This design comes from an exercise in tuning for small area, a short achievable clock period and few clock cycles per item on the open sky130 flow, not from production work. In this exercise RTL edits were held to simulation tests only and were not proved equivalent to the original. No activity file was given, so power comes from the tool's default toggle rates.

==> flow/run.sh <==
#!/bin/bash
# synth_recipe.tcl (not shown) runs the flow's synth.tcl, then flattens the netlist and writes it again
# the make line also repeats each setting of config.mk as NAME=value (left out here)
make -C /OpenROAD-flow-scripts/flow DESIGN_CONFIG=/design/flow/config.mk WORK_HOME=/design/flow/orfs CLKGATE_MAP_FILE= SYNTH_SCRIPT=/design/flow/synth_recipe.tcl finish
==> flow/config.mk <==
export PLATFORM = sky130hd
export DESIGN_NAME = mvm_top
export DESIGN_NICKNAME = mvm_top
export VERILOG_FILES = /design/flow/design.v
export SDC_FILE = /design/flow/constraint.sdc
export NUM_CORES = 4
export LEC_CHECK = 0
export ABC_AREA = 1
export CAP_MARGIN = 20
export CORE_MARGIN = 2
export CORE_UTILIZATION = 50
export CTS_CLUSTER_DIAMETER = 100
export CTS_CLUSTER_SIZE = 24
export SETUP_SLACK_MARGIN = 3.7
export SLEW_MARGIN = 20
==> flow/constraint.sdc <==
create_clock -name core_clock -period 6.5 [get_ports {clk}]
set_input_delay 1.3000 -clock core_clock [delete_from_list [all_inputs] [get_ports {clk}]]
set_output_delay 1.3000 -clock core_clock [all_outputs]
set_load 0.01 [all_outputs]
==> flow/design.v <==
`default_nettype none
package mvm_pkg;
	localparam int ROWS   = 16;   
	localparam int COLS   = 16;   
	localparam int DATA_W = 8;
	localparam int ACC_W  = 16;   
	localparam int RING   = COLS + 1;   
	localparam int PH_W   = 5;    
	typedef logic signed [DATA_W-1:0] elem_t;
	typedef logic signed [ACC_W-1:0]  acc_t;
endpackage
`default_nettype wire
`timescale 1ns/1ps
`default_nettype none
module word_ram #(
	parameter int WIDTH = 8,
	parameter int DEPTH = 17
) (
	input  logic                         clk,
	input  logic                         ins,
	input  logic [WIDTH-1:0]             wdata,
	output logic [DEPTH-1:0][WIDTH-1:0]  slot
);
	always_ff @(posedge clk) begin
		slot[0] <= ins ? wdata : slot[DEPTH-1];
		for (int i = 1; i < DEPTH; i++) begin
			slot[i] <= slot[i-1];
		end
	end
endmodule
`default_nettype wire
`timescale 1ns/1ps
`default_nettype none
module mac_row #(
	parameter int TAP = 0
) (
	input  logic           clk,
	input  logic           ins,        
	input  mvm_pkg::elem_t data_q,
	input  logic           first,      
	input  logic           live,       
	input  logic [9:0]     xm1,        
	input  logic [9:0]     xm2,        
	input  logic [9:0]     xm3,
	input  logic [9:0]     xn1,
	input  logic [9:0]     xn2,
	output mvm_pkg::acc_t  acc_s,      
	output mvm_pkg::acc_t  acc_c
);
	logic [mvm_pkg::RING-1:0][mvm_pkg::DATA_W-1:0] slot;
	mvm_pkg::elem_t a_elem;
	word_ram #(
		.WIDTH(mvm_pkg::DATA_W),
		.DEPTH(mvm_pkg::RING)
	) ring_i (
		.clk  (clk),
		.ins  (ins),
		.wdata(data_q),
		.slot (slot)
	);
	assign a_elem = slot[TAP];
	logic [3:0][9:0] row;      
	logic [3:0]      row_t9;   
	logic [3:0][2:0] e;        
	logic [15:0] s_g, c_g, s_next, c_next;
	always_comb begin
		for (int j = 0; j < 4; j++) begin
			e[j][0] = a_elem[2*j] & ~a_elem[2*j+1];
			e[j][1] = ~a_elem[2*j] & a_elem[2*j+1];
			e[j][2] = a_elem[2*j] & a_elem[2*j+1];
		end
		for (int j = 0; j < 3; j++) begin
			row[j]    = ({10{e[j][0]}} & xm1) | ({10{e[j][1]}} & xm2) | ({10{e[j][2]}} & xm3);
			row_t9[j] = live & ~((e[j][0] & xm1[9]) | (e[j][1] & xm2[9]) | (e[j][2] & xm3[9]));
		end
		row[3]    = ({10{e[3][0]}} & xm1) | ({10{e[3][1]}} & xn2) | ({10{e[3][2]}} & xn1);
		row_t9[3] = live & ~((e[3][0] & xm1[9]) | (e[3][1] & xn2[9]) | (e[3][2] & xn1[9]));
	end
	assign s_g = first ? 16'h6000 : acc_s;
	assign c_g = first ? 16'd0 : acc_c;
	logic s1;
	logic c2;
	logic s3;
	logic c4;
	logic s5;
	logic c6;
	logic s7;
	logic c8;
	logic s9;
	logic c10;
	logic s11;
	logic c12;
	logic s13;
	logic c14;
	logic s15;
	logic c16;
	logic s17;
	logic c18;
	logic s19;
	logic c20;
	logic s21;
	logic c22;
	logic s23;
	logic c24;
	logic s25;
	logic c26;
	logic s27;
	logic c28;
	logic s29;
	logic c30;
	logic s31;
	logic c32;
	logic s33;
	logic c34;
	logic s35;
	logic c36;
	logic s37;
	logic c38;
	logic s39;
	logic c40;
	logic s41;
	logic c42;
	logic s43;
	logic c44;
	logic s45;
	logic c46;
	logic s47;
	logic c48;
	logic s49;
	logic c50;
	logic s51;
	logic c52;
	logic s53;
	logic c54;
	logic s55;
	logic c56;
	logic s57;
	logic c58;
	logic s59;
	logic c60;
	logic s61;
	logic c62;
	logic s63;
	logic c64;
	logic s65;
	logic c66;
	logic s67;
	logic c68;
	logic s69;
	logic c70;
	logic s71;
	logic c72;
	logic s73;
	logic c74;
	logic s75;
	logic c76;
	logic s77;
	logic c78;
	logic s79;
	logic c80;
	logic s81;
	logic c82;
	logic s83;
	logic c84;
	logic s85;
	logic c86;
	logic s87;
	logic c88;
	logic s89;
	logic c90;
	logic s91;
	logic c92;
	logic s93;
	logic c94;
	logic t95;
	assign s1 = (s_g[0]) ^ (row[0][0]);
	assign c2 = (s_g[0]) & (row[0][0]);
	assign s3 = (s_g[4]) ^ (c_g[4]);
	assign c4 = (s_g[4]) & (c_g[4]);
	assign s5 = (s_g[5]) ^ (c_g[5]) ^ (row[0][5]);
	assign c6 = ((s_g[5]) & (c_g[5])) | ((s_g[5]) & (row[0][5])) | ((c_g[5]) & (row[0][5]));
	assign s7 = (s_g[6]) ^ (c_g[6]) ^ (row[0][6]);
	assign c8 = ((s_g[6]) & (c_g[6])) | ((s_g[6]) & (row[0][6])) | ((c_g[6]) & (row[0][6]));
	assign s9 = (row[1][4]) ^ (row[2][2]);
	assign c10 = (row[1][4]) & (row[2][2]);
	assign s11 = (s_g[7]) ^ (c_g[7]) ^ (row[0][7]);
	assign c12 = ((s_g[7]) & (c_g[7])) | ((s_g[7]) & (row[0][7])) | ((c_g[7]) & (row[0][7]));
	assign s13 = (row[1][5]) ^ (row[2][3]) ^ (row[3][1]);
	assign c14 = ((row[1][5]) & (row[2][3])) | ((row[1][5]) & (row[3][1])) | ((row[2][3]) & (row[3][1]));
	assign s15 = (s_g[8]) ^ (c_g[8]) ^ (row[0][8]);
	assign c16 = ((s_g[8]) & (c_g[8])) | ((s_g[8]) & (row[0][8])) | ((c_g[8]) & (row[0][8]));
	assign s17 = (row[1][6]) ^ (row[2][4]) ^ (row[3][2]);
	assign c18 = ((row[1][6]) & (row[2][4])) | ((row[1][6]) & (row[3][2])) | ((row[2][4]) & (row[3][2]));
	assign s19 = (s_g[9]) ^ (c_g[9]) ^ (row_t9[0]);
	assign c20 = ((s_g[9]) & (c_g[9])) | ((s_g[9]) & (row_t9[0])) | ((c_g[9]) & (row_t9[0]));
	assign s21 = (row[1][7]) ^ (row[2][5]) ^ (row[3][3]);
	assign c22 = ((row[1][7]) & (row[2][5])) | ((row[1][7]) & (row[3][3])) | ((row[2][5]) & (row[3][3]));
	assign s23 = (s_g[10]) ^ (c_g[10]) ^ (row[1][8]);
	assign c24 = ((s_g[10]) & (c_g[10])) | ((s_g[10]) & (row[1][8])) | ((c_g[10]) & (row[1][8]));
	assign s25 = (row[2][6]) ^ (row[3][4]);
	assign c26 = (row[2][6]) & (row[3][4]);
	assign s27 = (s_g[11]) ^ (c_g[11]) ^ (row_t9[1]);
	assign c28 = ((s_g[11]) & (c_g[11])) | ((s_g[11]) & (row_t9[1])) | ((c_g[11]) & (row_t9[1]));
	assign s29 = (row[2][7]) ^ (row[3][5]);
	assign c30 = (row[2][7]) & (row[3][5]);
	assign s31 = (s_g[12]) ^ (c_g[12]) ^ (row[2][8]);
	assign c32 = ((s_g[12]) & (c_g[12])) | ((s_g[12]) & (row[2][8])) | ((c_g[12]) & (row[2][8]));
	assign s33 = (s_g[13]) ^ (c_g[13]);
	assign c34 = (s_g[13]) & (c_g[13]);
	assign s35 = (c2) ^ (s_g[1]);
	assign c36 = (c2) & (s_g[1]);
	assign s37 = (s_g[2]) ^ (c_g[2]) ^ (row[0][2]);
	assign c38 = ((s_g[2]) & (c_g[2])) | ((s_g[2]) & (row[0][2])) | ((c_g[2]) & (row[0][2]));
	assign s39 = (s_g[3]) ^ (c_g[3]) ^ (row[0][3]);
	assign c40 = ((s_g[3]) & (c_g[3])) | ((s_g[3]) & (row[0][3])) | ((c_g[3]) & (row[0][3]));
	assign s41 = (s3) ^ (row[0][4]) ^ (row[1][2]);
	assign c42 = ((s3) & (row[0][4])) | ((s3) & (row[1][2])) | ((row[0][4]) & (row[1][2]));
	assign s43 = (c4) ^ (s5) ^ (row[1][3]);
	assign c44 = ((c4) & (s5)) | ((c4) & (row[1][3])) | ((s5) & (row[1][3]));
	assign s45 = (c6) ^ (s7) ^ (s9);
	assign c46 = ((c6) & (s7)) | ((c6) & (s9)) | ((s7) & (s9));
	assign s47 = (c8) ^ (c10) ^ (s11);
	assign c48 = ((c8) & (c10)) | ((c8) & (s11)) | ((c10) & (s11));
	assign s49 = (c12) ^ (c14) ^ (s15);
	assign c50 = ((c12) & (c14)) | ((c12) & (s15)) | ((c14) & (s15));
	assign s51 = (c16) ^ (c18) ^ (s19);
	assign c52 = ((c16) & (c18)) | ((c16) & (s19)) | ((c18) & (s19));
	assign s53 = (c20) ^ (c22) ^ (s23);
	assign c54 = ((c20) & (c22)) | ((c20) & (s23)) | ((c22) & (s23));
	assign s55 = (c24) ^ (c26) ^ (s27);
	assign c56 = ((c24) & (c26)) | ((c24) & (s27)) | ((c26) & (s27));
	assign s57 = (c28) ^ (c30) ^ (s31);
	assign c58 = ((c28) & (c30)) | ((c28) & (s31)) | ((c30) & (s31));
	assign s59 = (c32) ^ (s33) ^ (row_t9[2]);
	assign c60 = ((c32) & (s33)) | ((c32) & (row_t9[2])) | ((s33) & (row_t9[2]));
	assign s61 = (c34) ^ (s_g[14]) ^ (c_g[14]);
	assign c62 = ((c34) & (s_g[14])) | ((c34) & (c_g[14])) | ((s_g[14]) & (c_g[14]));
	assign s63 = (s_g[15]) ^ (c_g[15]);
	assign c64 = (s_g[15]) & (c_g[15]);
	assign s65 = (s35) ^ (c_g[1]);
	assign c66 = (s35) & (c_g[1]);
	assign s67 = (c36) ^ (s37) ^ (row[1][0]);
	assign c68 = ((c36) & (s37)) | ((c36) & (row[1][0])) | ((s37) & (row[1][0]));
	assign s69 = (c38) ^ (s39) ^ (row[1][1]);
	assign c70 = ((c38) & (s39)) | ((c38) & (row[1][1])) | ((s39) & (row[1][1]));
	assign s71 = (c40) ^ (s41) ^ (row[2][0]);
	assign c72 = ((c40) & (s41)) | ((c40) & (row[2][0])) | ((s41) & (row[2][0]));
	assign s73 = (c42) ^ (s43) ^ (row[2][1]);
	assign c74 = ((c42) & (s43)) | ((c42) & (row[2][1])) | ((s43) & (row[2][1]));
	assign s75 = (c44) ^ (s45) ^ (row[3][0]);
	assign c76 = ((c44) & (s45)) | ((c44) & (row[3][0])) | ((s45) & (row[3][0]));
	assign s77 = (c46) ^ (s47) ^ (s13);
	assign c78 = ((c46) & (s47)) | ((c46) & (s13)) | ((s47) & (s13));
	assign s79 = (c48) ^ (s49) ^ (s17);
	assign c80 = ((c48) & (s49)) | ((c48) & (s17)) | ((s49) & (s17));
	assign s81 = (c50) ^ (s51) ^ (s21);
	assign c82 = ((c50) & (s51)) | ((c50) & (s21)) | ((s51) & (s21));
	assign s83 = (c52) ^ (s53) ^ (s25);
	assign c84 = ((c52) & (s53)) | ((c52) & (s25)) | ((s53) & (s25));
	assign s85 = (c54) ^ (s55) ^ (s29);
	assign c86 = ((c54) & (s55)) | ((c54) & (s29)) | ((s55) & (s29));
	assign s87 = (c56) ^ (s57) ^ (row[3][6]);
	assign c88 = ((c56) & (s57)) | ((c56) & (row[3][6])) | ((s57) & (row[3][6]));
	assign s89 = (c58) ^ (s59) ^ (row[3][7]);
	assign c90 = ((c58) & (s59)) | ((c58) & (row[3][7])) | ((s59) & (row[3][7]));
	assign s91 = (c60) ^ (s61) ^ (row[3][8]);
	assign c92 = ((c60) & (s61)) | ((c60) & (row[3][8])) | ((s61) & (row[3][8]));
	assign s93 = (c62) ^ (s63) ^ (row_t9[3]);
	assign c94 = ((c62) & (s63)) | ((c62) & (row_t9[3])) | ((s63) & (row_t9[3]));
	assign t95 = (c92) ^ (s93);
	assign s_next[0] = s1;
	assign s_next[1] = s65;
	assign s_next[2] = c66;
	assign s_next[3] = c68;
	assign s_next[4] = c70;
	assign s_next[5] = c72;
	assign s_next[6] = c74;
	assign s_next[7] = c76;
	assign s_next[8] = c78;
	assign s_next[9] = c80;
	assign s_next[10] = c82;
	assign s_next[11] = c84;
	assign s_next[12] = c86;
	assign s_next[13] = c88;
	assign s_next[14] = c90;
	assign s_next[15] = t95;
	assign c_next[0] = '0;
	assign c_next[1] = row[0][1];
	assign c_next[2] = s67;
	assign c_next[3] = s69;
	assign c_next[4] = s71;
	assign c_next[5] = s73;
	assign c_next[6] = s75;
	assign c_next[7] = s77;
	assign c_next[8] = s79;
	assign c_next[9] = s81;
	assign c_next[10] = s83;
	assign c_next[11] = s85;
	assign c_next[12] = s87;
	assign c_next[13] = s89;
	assign c_next[14] = s91;
	assign c_next[15] = '0;
	always_ff @(posedge clk) begin
		acc_s <= s_next;
		acc_c <= c_next;
	end
endmodule
`default_nettype wire
`timescale 1ns/1ps
`default_nettype none
module result_store (
	input  logic                              clk,
	input  logic                              rd_go,     
	input  logic                              first,     
	input  mvm_pkg::acc_t [mvm_pkg::ROWS-1:0] acc_s,
	input  mvm_pkg::acc_t [mvm_pkg::ROWS-1:0] acc_c,
	output mvm_pkg::acc_t                     data_out
);
	logic [mvm_pkg::ROWS-1:0] rd_oh;   
	mvm_pkg::acc_t            sel_s;
	mvm_pkg::acc_t            sel_c;
	mvm_pkg::acc_t            pre_s;
	mvm_pkg::acc_t            pre_c;
	always_comb begin
		sel_s = '0;
		sel_c = '0;
		for (int r = 1; r < mvm_pkg::ROWS; r++) begin
			sel_s |= acc_s[r] & {mvm_pkg::ACC_W{rd_oh[r]}};
			sel_c |= acc_c[r] & {mvm_pkg::ACC_W{rd_oh[r]}};
		end
	end
	always_ff @(posedge clk) begin
		rd_oh    <= rd_go ? mvm_pkg::ROWS'(2) : {rd_oh[mvm_pkg::ROWS-2:0], 1'b0};
		pre_s    <= sel_s;
		pre_c    <= sel_c;
		data_out <= (first ? acc_s[0] : pre_s) + (first ? acc_c[0] : pre_c);
	end
endmodule
`default_nettype wire
`timescale 1ns/1ps
`default_nettype none
module mvm_sequencer (
	input  logic                      clk,
	input  logic                      reset,
	input  logic                      load_matrix,
	input  logic                      load_vector,
	input  logic                      start,
	output logic [mvm_pkg::ROWS-1:0]  row_ins,    
	output logic                      vec_ins,    
	output logic [mvm_pkg::PH_W-1:0]  x_sel,      
	output logic                      x_valid,    
	output logic                      m_first,    
	output logic                      m_live,     
	output logic                      rd_go,      
	output logic                      done
);
	localparam logic [mvm_pkg::PH_W-1:0] PH_LAST = mvm_pkg::PH_W'(mvm_pkg::RING - 1);
	logic [mvm_pkg::PH_W-1:0] ph;
	logic       m_act;
	logic [7:0] m_cnt;
	logic [3:0] v_cnt;
	logic       aligned;    
	logic       valid;      
	logic       fb_wait;
	logic       fb_run;
	logic       m_fb_last;
	logic [5:0] x_sel_sum;
	logic [mvm_pkg::PH_W-1:0] x_sel_shift;
	assign x_sel_sum   = 6'(x_sel) + 6'(ph) + 6'd2;
	assign x_sel_shift = (x_sel_sum >= 6'd34) ? 5'(x_sel_sum - 6'd34)
		: (x_sel_sum >= 6'd17) ? 5'(x_sel_sum - 6'd17) : 5'(x_sel_sum);
	always_ff @(posedge clk) begin
		if (reset) begin
			ph <= '0;
		end else if (load_matrix) begin
			ph <= PH_LAST;
		end else begin
			ph <= (ph == PH_LAST) ? '0 : ph + 1'b1;
		end
	end
	always_ff @(posedge clk) begin
		if (reset) begin
			m_act <= 1'b0;
		end else if (load_matrix) begin
			m_act <= 1'b1;
		end else if (m_act && m_cnt == 8'hff) begin
			m_act <= 1'b0;
		end
		m_cnt <= load_matrix ? 8'd0 : m_cnt + 8'd1;
		for (int r = 0; r < mvm_pkg::ROWS; r++) begin
			row_ins[r] <= !reset && m_act && (m_cnt[7:4] == r[3:0]);
		end
	end
	always_ff @(posedge clk) begin
		if (reset) begin
			vec_ins <= 1'b0;
		end else if (load_vector) begin
			vec_ins <= 1'b1;
		end else if (v_cnt == 4'hf) begin
			vec_ins <= 1'b0;
		end
		v_cnt <= load_vector ? 4'd0 : v_cnt + 4'd1;
		if (load_vector) begin
			x_sel   <= (ph == PH_LAST) ? PH_LAST : PH_LAST - 5'd1 - ph;
			aligned <= (ph == '0);
		end else if (load_matrix) begin
			x_sel   <= x_sel_shift;   
		end
	end
	always_ff @(posedge clk) begin
		if (reset) begin
			valid <= 1'b0;
		end else if (load_matrix) begin
			valid <= 1'b0;
		end else if (load_vector) begin
			valid <= (ph == '0);
		end else if (m_fb_last) begin
			valid <= 1'b1;
		end
	end
	always_ff @(posedge clk) begin
		if (reset) begin
			fb_wait <= 1'b0;
			fb_run  <= 1'b0;
		end else begin
			if (start && !valid) begin
				if (ph == '0) begin
					fb_run <= 1'b1;
				end else begin
					fb_wait <= 1'b1;
				end
			end
			if (fb_wait && ph == '0) begin
				fb_wait <= 1'b0;
				fb_run  <= 1'b1;
			end
			if (fb_run && ph == PH_LAST) begin
				fb_run <= 1'b0;
			end
		end
	end
	assign x_valid = (vec_ins && aligned) || fb_run;
	assign rd_go   = !reset && ((start && valid) || m_fb_last);
	always_ff @(posedge clk) begin
		if (reset) begin
			m_first   <= 1'b0;
			m_live    <= 1'b0;
			m_fb_last <= 1'b0;
			done      <= 1'b0;
		end else begin
			m_first   <= x_valid && (ph == 5'd1);
			m_live    <= x_valid;
			m_fb_last <= fb_run && (ph == PH_LAST);
			done      <= rd_go;
		end
	end
endmodule
`default_nettype wire
`timescale 1ns/1ps
`default_nettype none
module mvm_top (
	input  logic           clk,
	input  logic           reset,
	input  logic           load_matrix,
	input  logic           load_vector,
	input  logic           start,
	input  mvm_pkg::elem_t data_in,
	output logic           done,
	output mvm_pkg::acc_t  data_out
);
	logic [mvm_pkg::ROWS-1:0] row_ins;
	logic                     vec_ins;
	logic [mvm_pkg::PH_W-1:0] x_sel;
	logic                     x_valid;
	logic                     rd_go;
	logic                     m_first;
	logic                     m_live;
	mvm_pkg::elem_t           data_q;
	mvm_pkg::elem_t           x_src;
	mvm_pkg::elem_t           x_ring_q;
	logic [9:0]               xm1, xm2, xm3, xn1, xn2;
	logic [9:0]               x_ext;
	logic [mvm_pkg::RING-1:0][mvm_pkg::DATA_W-1:0] x_slot;
	mvm_pkg::acc_t [mvm_pkg::ROWS-1:0] acc_s;
	mvm_pkg::acc_t [mvm_pkg::ROWS-1:0] acc_c;
	mvm_sequencer seq_i (
		.clk        (clk),
		.reset      (reset),
		.load_matrix(load_matrix),
		.load_vector(load_vector),
		.start      (start),
		.row_ins    (row_ins),
		.vec_ins    (vec_ins),
		.x_sel      (x_sel),
		.x_valid    (x_valid),
		.m_first    (m_first),
		.m_live     (m_live),
		.rd_go      (rd_go),
		.done       (done)
	);
	word_ram #(
		.WIDTH(mvm_pkg::DATA_W),
		.DEPTH(mvm_pkg::RING)
	) vec_ring_i (
		.clk  (clk),
		.ins  (vec_ins),
		.wdata(data_in),
		.slot (x_slot)
	);
	always_ff @(posedge clk) begin
		data_q <= data_in;
	end
	always_ff @(posedge clk) begin
		x_ring_q <= mvm_pkg::elem_t'(x_slot[x_sel]);
	end
	assign x_src = vec_ins ? data_in : x_ring_q;
	assign x_ext = 10'(x_src);
	always_ff @(posedge clk) begin
		xm1 <= x_valid ? x_ext : '0;
		xn1 <= x_valid ? -x_ext : '0;
		xm3 <= x_valid ? x_ext + (x_ext << 1) : '0;
	end
	assign xm2 = xm1 << 1;
	assign xn2 = xn1 << 1;
	for (genvar r = 0; r < mvm_pkg::ROWS; r++) begin : g_row
		mac_row #(
			.TAP((r + 1) % mvm_pkg::RING)
		) row_i (
			.clk     (clk),
			.ins     (row_ins[r]),
			.data_q  (data_q),
			.first   (m_first),
			.live    (m_live),
			.xm1     (xm1),
			.xm2     (xm2),
			.xm3     (xm3),
			.xn1     (xn1),
			.xn2     (xn2),
			.acc_s   (acc_s[r]),
			.acc_c   (acc_c[r])
		);
	end
	result_store res_i (
		.clk      (clk),
		.rd_go    (rd_go),
		.first    (done),
		.acc_s    (acc_s),
		.acc_c    (acc_c),
		.data_out (data_out)
	);
endmodule
`default_nettype wire
==> metrics.md, run 1 <==
| Metric | Value |
|---|---|
| Routed via count | 61000 |
| Worst EP arrival | 3.79 ns |
| Clock latency (worst-skew pair) | 0.87 ns |
| First-pass GRT wire length | 405 mm |
| Cells after synthesis | 8378 |
| Total power | 39.3 mW |
| Worst setup EP type | register |
| Crit-path cells | buf_6 > buf_8 > buf_12 > buf_12 > buf_8 > buf_16 > o21ai_2 > o21ai_2 > fa_1 > inv_1 > fa_1 > inv_2 > fa_1 |
| Die Y | 441 um |
| Worst Hold Class | reg -> reg |
| Worst R2R Path Depth | 13 |
| Endpoints failing setup | 0 |
| Minimum clock period | 3.03 ns |
| Clock skew | 0.0468 ns |
| DP Area | 98300 um2 |
| Initial Util | 0.503 |
| Post-route ant nets | 0 |
| Number of DRC markers in iteration 0 | 6977 |
| Cell Rows | 160 |
| Clock Pin Slew Worst Setup and Hold Paths | 0.11 ns |
| Post-synthesis sequential area ratio | 0.616 |
| Most used cell along the critical path | fa_1 |
| Port Buffers | 29 |
| Main synth FF type | dfxtp_1 |
| Max Cap Viol | 0 |
| Critical Path End | g_row[8].row_i.acc_c[8] |
| Status | complete, no violations |
| Met2 GRT Util | 0.412 |
| Remaining DRCs | 0 |
| Share of cells above drive strength 1 | 0.148 |
| CTS Buf Count | 144 |
| Fin cells | 11000 |
| Post-route setup slack | 3.47 ns |
| Slowest cell on crit path | fa_1 |
| Final hold slack | 0.298 ns |
| CP top delay family | adder cells |
| Crit Path Class | reg -> reg |
| GPL Wtd Cong | 1.01 |
| CTS max path bufs | 3 |
| Initial antenna violation count | 30 |
| Async S/R FF share, synth | 0 |
| H-tree depth | 4 |
| Io pins | 30 |
| Placed Instances | 10700 |
| CP max stage delay | 0.55 ns |
| Post-DR wirelength/cell | 26.3 um |
| Critical path buffers and inverters | 8 |
| Peak supply drop | 0.260 mV |
| CTS Sinks | 2941 |
| Routed Wire Length | 291 mm |
| Worst-Margin Slew | 1.25 ns |
| Syn Area/Cell | 11.4 um2 |
| Die area | 195000 um2 |
| Pre-CTS WS | 2.27 ns |
| Ys Warns | 20 |
| GRT met1 Usage | 0.393 |
| Required time of the critical path | 7.25 ns |
| Synthesized net count | 9161 |
| Max-slew violation count | 0 |
| Root Driver | clkbuf_16 |
| Met3 GRT Util | 0.0854 |
| R2R setup slack | 3.47 ns |
| 1st-pass router iterations | 6 |
| Largest net degree at the start of global routing | 68 |
| Worst-path maximum fanout | 6 |
| Critical Path Stages | 13 |
| Fin util | 0.571 |
| Worst setup path start | xm1[7] |
| EDFF count, synth | 6 |
| Final Hold Fails | 0 |
| Post-route setup TNS | 0 ns |
| #FFs+latches synth | 2941 |
| CTS tree | done |
| Total gr overflow | 0 |
| Synthesis-to-layout area growth | 13.5% |
| Chip Width | 441 um |
| Synthesized area | 95600 um2 |
| Post-route design area | 109000 um2 |
| Reg-to-Reg End | g_row[8].row_i.acc_c[8] |
| Core area | 190000 um2 |
| # nets final | 9271 |
| Cts hold-fix bufs | 0 |
| CP Launch Type | register |
| Period utilization | 0.467 |
| Peak Freq | 330 MHz |
| Vias/cell | 5.53 |
| Gr usage total | 0.290 |
| Leakage | 46.1 nW |
| Top Usage Layer GRT | met2 |
| PD cells | 362 nW/um2 |
| Number of global-route vias before repair | 58800 |
| Headroom to the max-slew limit | 0.168 |
| HPWL after DPL | 175 mm |
| Distinct cells, synth | 46 |
| RSZ-0062 raised after global routing | true |
| Critical R2R Launch | xm1[7] |
-- logic make-up (layout without fill, tap and decap cells) --
family / count (synthesis) / after routing / share of synthesized area
AND/OR/NAND/NOR: 1675 / 1675 / 0.0684
buffers and inverters: 1591 / 1734 / 0.0639
flip-flops: 2941 / 2941 / 0.616
XOR/XNOR: 67 / 67 / 0.00614
AO/OA/AOI/OAI: 1199 / 1199 / 0.0819
other: 0 / 14 / 0
adder cells (fa/ha/maj): 770 / 770 / 0.147
multiplexers: 135 / 135 / 0.0158
-- flip-flops by register name, indices dropped and copies added, names as in the netlist, 10 cells and up --
name                     cells
g_row.row_i.acc_s          256
res_i.pre_s                 16
res_i.rd_oh                 15
g_row.row_i.ring_i.slot   2176
vec_ring_i.slot            136
res_i.pre_c                 14
seq_i.row_ins               16
g_row.row_i.acc_c          224
xn1                         10
res_i.data_out              16
-- how the worst min path moves through the flow --
stage | from | endpoint | slack (ns) | cells past startpoint
finish | g_row[3].row_i.ring_i.slot[26] | g_row[3].row_i.ring_i.slot[34] | 0.30 | 0
global route | g_row[2].row_i.ring_i.slot[23] | g_row[2].row_i.ring_i.slot[31] | 0.31 | 0
CTS | g_row[8].row_i.ring_i.slot[83] | g_row[8].row_i.ring_i.slot[91] | 0.31 | 0
detailed placement | g_row[0].row_i.ring_i.slot[89] | g_row[0].row_i.ring_i.slot[97] | 0.31 | 0
global placement | g_row[1].row_i.ring_i.slot[6] | g_row[1].row_i.ring_i.slot[14] | 0.31 | 0
floorplan | g_row[0].row_i.ring_i.slot[92] | g_row[0].row_i.ring_i.slot[100] | 0.31 | 0
-- cell usage in the layout, fill, tap and decap left out, types with 101 or more instances in the layout --
cell type / Yosys / final
o22ai_1: 242 / 240
inv_1: 1252 / 1110
nand2_1: 830 / 810
o221ai_1: 287 / 264
nor2_1: 721 / 650
mux2_2: 124 / 124
dfxtp_1: 2935 / 2854
clkbuf_16: 0 / 168
buf_4: 3 / 101
ha_1: 175 / 171
a21oi_1: 301 / 251
o21ai_0: 210 / 128
inv_2: 5 / 124
fa_1: 595 / 427
fa_2: 0 / 168
-- final cells by class --
type	count	area [um2]
Clock inverter	29	455
Fill cell	15900	81700
Sequential cell	2941	59100
Multi-Input combinational cell	3846	32600
Inverter	1263	4960
Timing Repair inverter	2	17.5
Timing Repair Buffer	290	4550
Tap cell	2511	3140
Antenna cell	14	35.0
Clock buffer	150	3630
-- Yosys cell counts, types with 43 or more instances --
library cell / count / area, um2
o21ai_0: 210 / 1050
o221ai_1: 287 / 2510
fa_1: 595 / 11900
nand3_1: 51 / 255
dfxtp_1: 2935 / 58800
ha_1: 175 / 2190
mux2_2: 124 / 1400
a221oi_1: 43 / 377
inv_1: 1252 / 4700
nand2_1: 830 / 3120
clkbuf_1: 193 / 724
buf_2: 95 / 475
a21oi_1: 301 / 1510
nor2_1: 721 / 2710
o22ai_1: 242 / 1510
-- worst register-to-register path: stages, from the launching register on --
cell,delay (ns)
dfxtp_4,0.41
buf_6,0.13
buf_8,0.13
buf_12,0.13
buf_12,0.13
buf_8,0.14
buf_16,0.15
o21ai_2,0.07
o21ai_2,0.08
fa_1,0.55
inv_1,0.05
fa_1,0.49
inv_2,0.04
fa_1,0.43
-- power by group --
group          switching, mW  total (mW)  internal, mW
Combinational           6.09        9.32          3.23
Clock                   5.67        9.91          4.23
Sequential             0.770        20.1          19.3
Total                   12.5        39.3          26.8
-- layer usage --
metal,vias up,part of all wire
met4,10,0.072
met5,-,0.00024
li1,26700,-
met2,3592,0.41
met1,29700,0.40
met3,986,0.12
-- timing repair --
item	4_1_cts	5_1_grt
cloned	32	27
resized for setup	613	479
pin swaps	143	239
buffers inserted	90	48
endpoints found under the setup margin	472	291
Testbench counts, summed over its fixed seeds: cycles 10,104, items 192.
==> run 2: changes to the inputs <==
--- a/flow/config.mk
+++ b/flow/config.mk
@@ -11,5 +11,5 @@
 export CORE_UTILIZATION = 50
 export CTS_CLUSTER_DIAMETER = 100
 export CTS_CLUSTER_SIZE = 24
-export SETUP_SLACK_MARGIN = 3.7
+export SETUP_SLACK_MARGIN = 3.6
 export SLEW_MARGIN = 20
==> run 2 against run 1 <==
  * Still clean
  * Global-route usage is 0.86 points lower
  * Synthesized cell count stayed put
  * Final cell count is 0.90% lower
  * Wire length is 3.7% lower
  * Sequential cell count stayed put
  * Maximum frequency hardly changed
  * Power is 2.3% lower
  * Combinational power is 9.9% lower
  * First-iteration DRC count is 3.7% lower
==> metrics.md, run 2 <==
| Metric | Value |
|---|---|
| Reg-to-Reg End | res_i.pre_c[2] (was g_row[8].row_i.acc_c[8]) |
| Most common cell after layout, fill and taps aside | dfxtp_1 (unchanged) |
| Cells after synthesis | 8378 (unchanged) |
| Core area | 190000 um2 (unchanged) |
| Peak supply drop | 0.260 mV (about the same) |
| Minimum clock period | 3.04 ns (was 3.03 ns) |
| Vias/cell | 5.46 (was 5.53) |
| Hold EP | g_row[2].row_i.ring_i.slot[31] (was g_row[3].row_i.ring_i.slot[34]) |
| Total power | 38.4 mW (was 39.3 mW) |
| R2R setup slack | 3.46 ns (was 3.47 ns) |
| Worst EP arrival | 3.69 ns (was 3.79 ns) |
| CP top delay family | compound AO/OA/AOI/OAI gates (was adder cells) |
| EDFF count, synth | 6 (unchanged) |
| CTS Sinks | 2941 (unchanged) |
| Largest registers | g_row.row_i.ring_i.slot: 2176 flops, g_row.row_i.acc_s: 256 flops, g_row.row_i.acc_c: 224 flops (unchanged) |
| CTS tree | done (unchanged) |
| Crit-path cells | buf_4 > inv_1 > o221ai_1 > a211oi_2 > nand4_1 (was buf_6 > buf_8 > buf_12 > buf_12 > buf_8 > buf_16 > o21ai_2 > o21ai_2 > fa_1 > inv_1 > fa_1 > inv_2 > fa_1) |
| Die Y | 441 um (unchanged) |
| Post-route design area | 105000 um2 (was 109000 um2) |
| Required time of the critical path | 7.15 ns (was 7.25 ns) |
| Clock skew | 0.0476 ns (was 0.0468 ns) |
| First-pass GRT wire length | 395 mm (was 405 mm) |
| Leakage | 45.4 nW (was 46.1 nW) |
| Initial antenna violation count | 28 (was 30) |
| Chip Width | 441 um (unchanged) |
| Synthesis-to-layout area growth | 10.2% (was 13.5%) |
| CTS Buf Count | 144 (unchanged) |
| Max-slew violation count | 0 (unchanged) |
| RSZ-0062 raised after global routing | true (unchanged) |
| Worst Min Path Start | g_row[2].row_i.ring_i.slot[23] (was g_row[3].row_i.ring_i.slot[26]) |
| Ys Warns | 20 (unchanged) |
| Largest register FFs | 2176 (unchanged) |
| Critical Path Stages | 5 (was 13) |
| Gr usage total | 0.281 (was 0.290) |
| Number of global-route vias before repair | 58100 (was 58800) |
| Worst R2R Path Depth | 5 (was 13) |
| Crit Path Class | reg -> reg (unchanged) |
| Async S/R FF share, synth | 0 (unchanged) |
| Max Cap Viol | 0 (unchanged) |
| HPWL after DPL | 175 mm (unchanged) |
| Slowest cell on crit path | inv_1 (was fa_1) |
| Final hold slack | 0.299 ns (was 0.298 ns) |
| Routed via count | 59700 (was 61000) |
| Remaining DRCs | 0 (unchanged) |
| Io pins | 30 (unchanged) |
| 1st-pass router iterations | 13 (was 6) |
| Post-route ant nets | 0 (unchanged) |
| Largest net degree at the start of global routing | 104 (was 68) |
| Final Hold Fails | 0 (unchanged) |
| Main synth FF type | dfxtp_1 (unchanged) |
| Total gr overflow | 0 (unchanged) |
| Synthesized area | 95600 um2 (unchanged) |
| CTS max path bufs | 3 (unchanged) |
| Number of DRC markers in iteration 0 | 6719 (was 6977) |
| Port Buffers | 29 (unchanged) |
| CP max stage delay | 0.67 ns (was 0.55 ns) |
| Critical R2R Launch | res_i.rd_oh[6] (was xm1[7]) |
| Headroom to the max-slew limit | 0.180 (was 0.168) |
| Share of cells above drive strength 1 | 0.0903 (was 0.148) |
| Top reg by flops | g_row.row_i.ring_i.slot (unchanged) |
| DP Area | 98300 um2 (unchanged) |
| GPL Wtd Cong | 1.01 (unchanged) |
| Worst setup EP type | register (unchanged) |
| #FFs+latches synth | 2941 (unchanged) |
| Most frequent cells in the layout | dfxtp_1 (2872), inv_1 (1212), nand2_1 (829), nor2_1 (662), fa_1 (556) (was dfxtp_1 (2854), inv_1 (1110), nand2_1 (810), nor2_1 (650), fa_1 (427)) |
| Clock latency (worst-skew pair) | 0.87 ns (about the same) |
| Worst-path maximum fanout | 22 (was 6) |
| Endpoints failing setup | 0 (unchanged) |
| PD cells | 364 nW/um2 (was 362 nW/um2) |
| Status | complete, no violations (unchanged) |
| Worst-Margin Slew | 1.23 ns (was 1.25 ns) |
| Critical path buffers and inverters | 2 (was 8) |
| Distinct cells, synth | 46 (unchanged) |
| Most common cell in the netlist | dfxtp_1 (unchanged) |
| Post-synth top area share | 0.614 (unchanged) |
| Routed Wire Length | 280 mm (was 291 mm) |
| Synth top cells by count | dfxtp_1 (2935), inv_1 (1252), nand2_1 (830) (unchanged) |
| Peak Freq | 329 MHz (was 330 MHz) |
| Most area-consuming cells after synthesis | dfxtp_1 (61%), fa_1 (12%), inv_1 (4.9%) (unchanged) |
| Hold Path Depth | 0 (unchanged) |
| Root Driver | clkbuf_16 (unchanged) |
| Syn Area/Cell | 11.4 um2 (unchanged) |
| Period utilization | 0.467 (about the same) |
| Initial Util | 0.503 (unchanged) |
| Synthesized net count | 9161 (unchanged) |
| Post-synthesis sequential area ratio | 0.616 (unchanged) |
| Post-route setup TNS | 0 ns (unchanged) |
| Post-DR wirelength/cell | 25.6 um (was 26.3 um) |
| Worst Hold Class | reg -> reg (unchanged) |
| Synth area leader | dfxtp_1 (unchanged) |
| Clock Pin Slew Worst Setup and Hold Paths | 0.11 ns (about the same) |
| H-tree depth | 4 (unchanged) |
| Die area | 195000 um2 (unchanged) |
| CP Launch Type | register (unchanged) |
| # nets final | 9175 (was 9271) |
| Cell Rows | 160 (unchanged) |
==> run 2: cell types whose count changed in the layout (fill, tap and decap cells not counted), moves of 19 or more <==
cell / delta
a21oi_1: +35
a21oi_4: -24
buf_12: -23
buf_4: -23
fa_1: +129
fa_2: -129
inv_1: +102
inv_2: -99
nand2_1: +19
o21ai_0: +52
o21ai_2: -53
o221ai_1: +22
==> run 2: cells by family (layout without fill, tap and decap cells) <==
family / after synthesis / in the layout / synth area share
flip-flops: 2941 / 2941 / 0.616
AND/OR/NAND/NOR: 1675 / 1675 / 0.0684
buffers and inverters: 1591 / 1638 / 0.0639
AO/OA/AOI/OAI: 1199 / 1199 / 0.0819
adder cells (fa/ha/maj): 770 / 770 / 0.147
multiplexers: 135 / 135 / 0.0158
XOR/XNOR: 67 / 67 / 0.00614
other: 0 / 11 / 0
==> run 2: worst max path at each step <==
stage	slack, ns	start	to
detailed placement	2.27	seq_i.m_first	g_row[8].row_i.acc_s[15]
finish	3.46	res_i.rd_oh[6]	res_i.pre_c[2]
global placement	2.30	seq_i.m_first	g_row[8].row_i.acc_s[15]
global route	3.49	xm1[7]	g_row[8].row_i.acc_s[15]
CTS	3.55	g_row[8].row_i.ring_i.slot[76]	g_row[8].row_i.acc_s[15]
floorplan	3.72	seq_i.x_sel[1]	seq_i.x_sel[3]
==> run 2: area by class of cell <==
| type | instances | area (um2) |
|---|---|---|
| fillers | 16200 | 84800 |
| flip-flops and latches | 2941 | 59100 |
| multi-input cells | 3846 | 31300 |
| inverters | 1263 | 4880 |
| clock buffers | 150 | 3630 |
| well taps | 2511 | 3140 |
| repair buffers | 195 | 2890 |
| clock inverters | 29 | 455 |
| diodes | 11 | 27.5 |
| repair inverters | 1 | 8.76 |
==> run 2: stage by stage <==
step	setup slack, ns	util	std cells
final	3.46	0.554	10900
after CTS	3.55	0.548	10900
after global placement	2.30	0.517	10700
after global routing	3.49	0.554	10900
after floorplan	3.72	-	8378
after detailed placement	2.27	0.517	10700
==> run 2: timing repair <==
action / CTS / global route
resized for setup: 245 / 233
endpoints found under the setup margin: 465 / 196
pin swaps: 26 / 81
buffers inserted: 47 / 21
hold buffers: 0 / 0
cloned: 16 / 17
==> run 2: where the power goes <==
| group | total, mW | leakage [nW] | switching [mW] | internal (mW) |
|---|---|---|---|---|
| Combinational | 8.40 | 19.4 | 5.67 | 2.73 |
| Sequential | 20.1 | 23.9 | 0.778 | 19.3 |
| Clock | 9.90 | 1.99 | 5.67 | 4.23 |
| Total | 38.4 | 45.4 | 12.1 | 26.3 |
==> run 2: worst reg2reg max path, stage by stage, from the launching register on <==
cell and delay (ns):
dfxtp_1 0.31, buf_4 0.19, inv_1 0.67, o221ai_1 0.67, a211oi_2 0.66, nand4_1 0.32
==> run 2: per-layer routing <==
metal | vias up | GRT usage | wire length, um | share of wire
met3 | 867 | 0.0823 | 32500 | 0.12
met5 | - | 0 | 92 | 0.00033
li1 | 26500 | - | - | -
met1 | 29000 | 0.382 | 113000 | 0.41
met4 | 14 | 0.152 | 18800 | 0.067
met2 | 3375 | 0.404 | 115000 | 0.41

## afterwards: timing with drivers on the ports
In the flow no input, the clock included, has a driving cell. The finished layouts below were timed again as built, in two steps.
Step 1 sets driving cells, clkbuf_16 on the clock port and buf_2 on the other inputs (assumed; they add their load-dependent delay and slew).
Step 2 also shifts input and output timing later by t, the mid clock arrival at the registers, as if the neighbouring blocks saw the same clock.
a / b / c = ideal / step 1 / step 2; a / b = the first two.
| run | shift t [ns] | slack for setup (ns) | pins driven straight from the clock port |
|---|---|---|---|
| run 1 | 0.938 | 3.466 / 3.466 / 2.888 | 1 |
| run 2 | 0.939 | 3.464 / 3.464 / 2.875 | 1 |
After both steps setup and hold are still met in every run listed. For run 2, which loses most, drivers alone change the setup slack by 0.000 ns; drivers and shift together by -0.589 ns.
